Context: an optimization exercise on an open-source flow, tuned for small area, a short achievable clock period and few clock cycles. The choices shown serve that exercise and are no tape-out recipe. The RTL was checked by simulation tests, not by an equivalence proof against the original design.

Design circular_list_deque_unit, start of the top module:
module circular_list_deque_unit #(
    parameter int CAPACITY = 32
) (
    input  logic                                    clk,
    input  logic                                    rst_n,
    input  logic                                    req_valid,
    output logic                                    req_stall,
    input  logic [cdq_pkg::KIND_W-1:0]              kind,
    input  logic signed [cdq_pkg::WORD_W-1:0]       value,
    output logic                                    rsp_valid,
    input  logic                                    rsp_stall,
    output logic signed [cdq_pkg::WORD_W-1:0]       item,
    output logic [cdq_pkg::STATUS_W-1:0]            status,
    output logic                                    last
);
Settings: LEC_CHECK=0, CAP_MARGIN=20, CORE_MARGIN=2, CORE_UTILIZATION=65, CTS_CLUSTER_DIAMETER=150, CTS_CLUSTER_SIZE=25, SETUP_SLACK_MARGIN=2.3, SLEW_MARGIN=20; clock period 4.5 ns.
run.sh (not shown) runs the stock make flow with config.mk's settings and CLKGATE_MAP_FILE= SYNTH_SCRIPT=/design/flow/synth_recipe.tcl, a recipe that flattens the netlist after the stock synthesis.
Testbench counts at the start, summed over its fixed seeds: cycles 8,144.
Edit:
--- a/flow/design.v
+++ b/flow/design.v
@@ -49,22 +49,21 @@
     localparam int PW = $clog2(CAPACITY);
     localparam int CW = $clog2(CAPACITY + 1);
     localparam int WW = cdq_pkg::WORD_W;
     logic [WW-1:0] mem [0:CAPACITY-1];
     logic          s_valid, stall_q, port_ok;
     logic          s_pf, s_pb, s_popf, s_popb, s_rd;
     logic [WW-1:0] s_value;
     logic          h_valid;
     logic          h_pf, h_pb, h_popf, h_popb, h_rd;
     logic [WW-1:0] h_value;
-    logic [PW-1:0] f_ptr, b_ptr, r_ptr;
-    logic [PW-1:0] f_dec, f_inc, b_dec, b_inc;
+    logic [PW-1:0] f_ptr, fm1_ptr, b_ptr, bp1_ptr, r_ptr;
     logic          empty_r, full_r, single_r;
     logic          dumping, dlast_r;
     logic                r_valid, r_last;
     logic [1:0]          r_status;
     logic [CAPACITY-1:0] r_sel;
     logic          o_valid, o_port, o_last;    
     logic [1:0]    o_status;
     logic [WW-1:0] o_item;
     logic o_free, r_free, go;
     logic push_ok, pop_ok, rd_ok;
@@ -118,89 +117,91 @@
             s_popb  <= (kind == cdq_pkg::KIND_POP_BACK);
             s_rd    <= (kind == cdq_pkg::KIND_READ_ALL);
             s_value <= value;
         end
     end
     always_ff @(posedge clk or negedge rst_n)
     begin
         if (!rst_n)
         begin
             f_ptr    <= '0;
+            fm1_ptr  <= PW'(CAPACITY - 1);
             b_ptr    <= PW'(CAPACITY - 1);
+            bp1_ptr  <= '0;
             empty_r  <= 1'b1;
             full_r   <= 1'b0;
             single_r <= 1'b0;
             dumping  <= 1'b0;
         end
         else if (go)
         begin
             if (h_pf && !full_r)
             begin
-                f_ptr <= f_dec;
+                f_ptr   <= fm1_ptr;
+                fm1_ptr <= fm1_ptr - PW'(1);
             end
             if (h_pb && !full_r)
             begin
-                b_ptr <= b_inc;
+                b_ptr   <= bp1_ptr;
+                bp1_ptr <= bp1_ptr + PW'(1);
             end
             if (h_popf && !empty_r)
             begin
-                f_ptr <= f_inc;
+                f_ptr   <= f_ptr + PW'(1);
+                fm1_ptr <= f_ptr;
             end
             if (h_popb && !empty_r)
             begin
-                b_ptr <= b_dec;
+                b_ptr   <= b_ptr - PW'(1);
+                bp1_ptr <= b_ptr;
             end
             if (push_ok)
             begin
                 empty_r  <= 1'b0;
-                full_r   <= (f_dec == b_inc);           
+                full_r   <= (fm1_ptr == bp1_ptr);       
                 single_r <= empty_r;
             end
             if (pop_ok)
             begin
                 empty_r  <= single_r;
                 full_r   <= 1'b0;
-                single_r <= (f_inc == b_ptr);           
+                single_r <= (f_ptr + PW'(1) == b_ptr);  
             end
             if (rd_ok)
             begin
                 dumping <= !dump_last;
             end
         end
     end
     always_ff @(posedge clk)
     begin
         if (go && h_rd)
         begin
             r_ptr   <= dump_addr + PW'(1);
-            dlast_r <= dumping ? (r_ptr == b_dec) : (f_ptr == b_dec);
+            dlast_r <= (dump_addr + PW'(1) == b_ptr);
         end
     end
     always_ff @(posedge clk or negedge rst_n)
     begin
         if (!rst_n)
         begin
             w_hi <= '0;
         end
         else
         begin
             for (int j = 0; j < 8; j++)
             begin
                 w_hi[j] <= go && push_ok && wa[4:2] == 3'(j);
             end
         end
     end
-    assign f_dec = f_ptr - PW'(1);
-    assign f_inc = f_ptr + PW'(1);
-    assign b_dec = b_ptr - PW'(1);
-    assign b_inc = b_ptr + PW'(1);
-    assign wa    = h_pf ? f_dec : b_inc;
+    assign wa = h_pf ? fm1_ptr : bp1_ptr;
     always_ff @(posedge clk)
     begin
         for (int j = 0; j < 4; j++)
         begin
             w_lo[j] <= (wa[1:0] == 2'(j));
         end
         w_data <= h_value;
     end
     always_ff @(posedge clk)
     begin
Effect: Cell count is higher by 2.2%; final area is higher by about 0.8%; worst hold slack got worse by 0.063 ns; worst setup slack loses 0.012 ns; wire length goes up by about 3%; synthesized cell count increases by 3.6%; count of clock-buffer cells in the layout went up by 1; utilization fell by 0.67 points; maximum frequency falls by about 0.55%; global-route usage came out higher by 0.61 points; via count goes up by 2.5%; die area increases by 1.4%.
Testbench counts after the change, summed over its fixed seeds: cycles 8,144.

## afterwards: timing with drivers on the ports
No port has a modelled driver above. Below, the same layouts with a new extraction and two added sets of constraints.
Step 1 assumes that a clkbuf_16 drives the clock port and a buf_2 every other input.
Step 2 times the ports against the registers' clock, not the clock port: input delays grow and output delays shrink by t, the midpoint of the rising clock arrivals with the driver on.
Three values: ideal, step 1, step 2; two values: the first two.
run | t (ns) | slack for setup (ns) | hold slack, ns | slew at the worst register clock pin (ns) | pins driven straight from the clock port
the first run | 0.712 | 2.303 / 2.256 / 1.674 | 0.345 / 0.304 / 0.477 | 0.11 / 0.11 | 1
the second run | 0.708 | 2.291 / 2.239 / 1.738 | 0.282 / 0.244 / 0.485 | 0.11 / 0.11 | 1
After both steps every run listed still meets setup and hold. The setup slack of the first run, which loses most, moves by -0.047 ns with the drivers and by -0.629 ns with both steps.
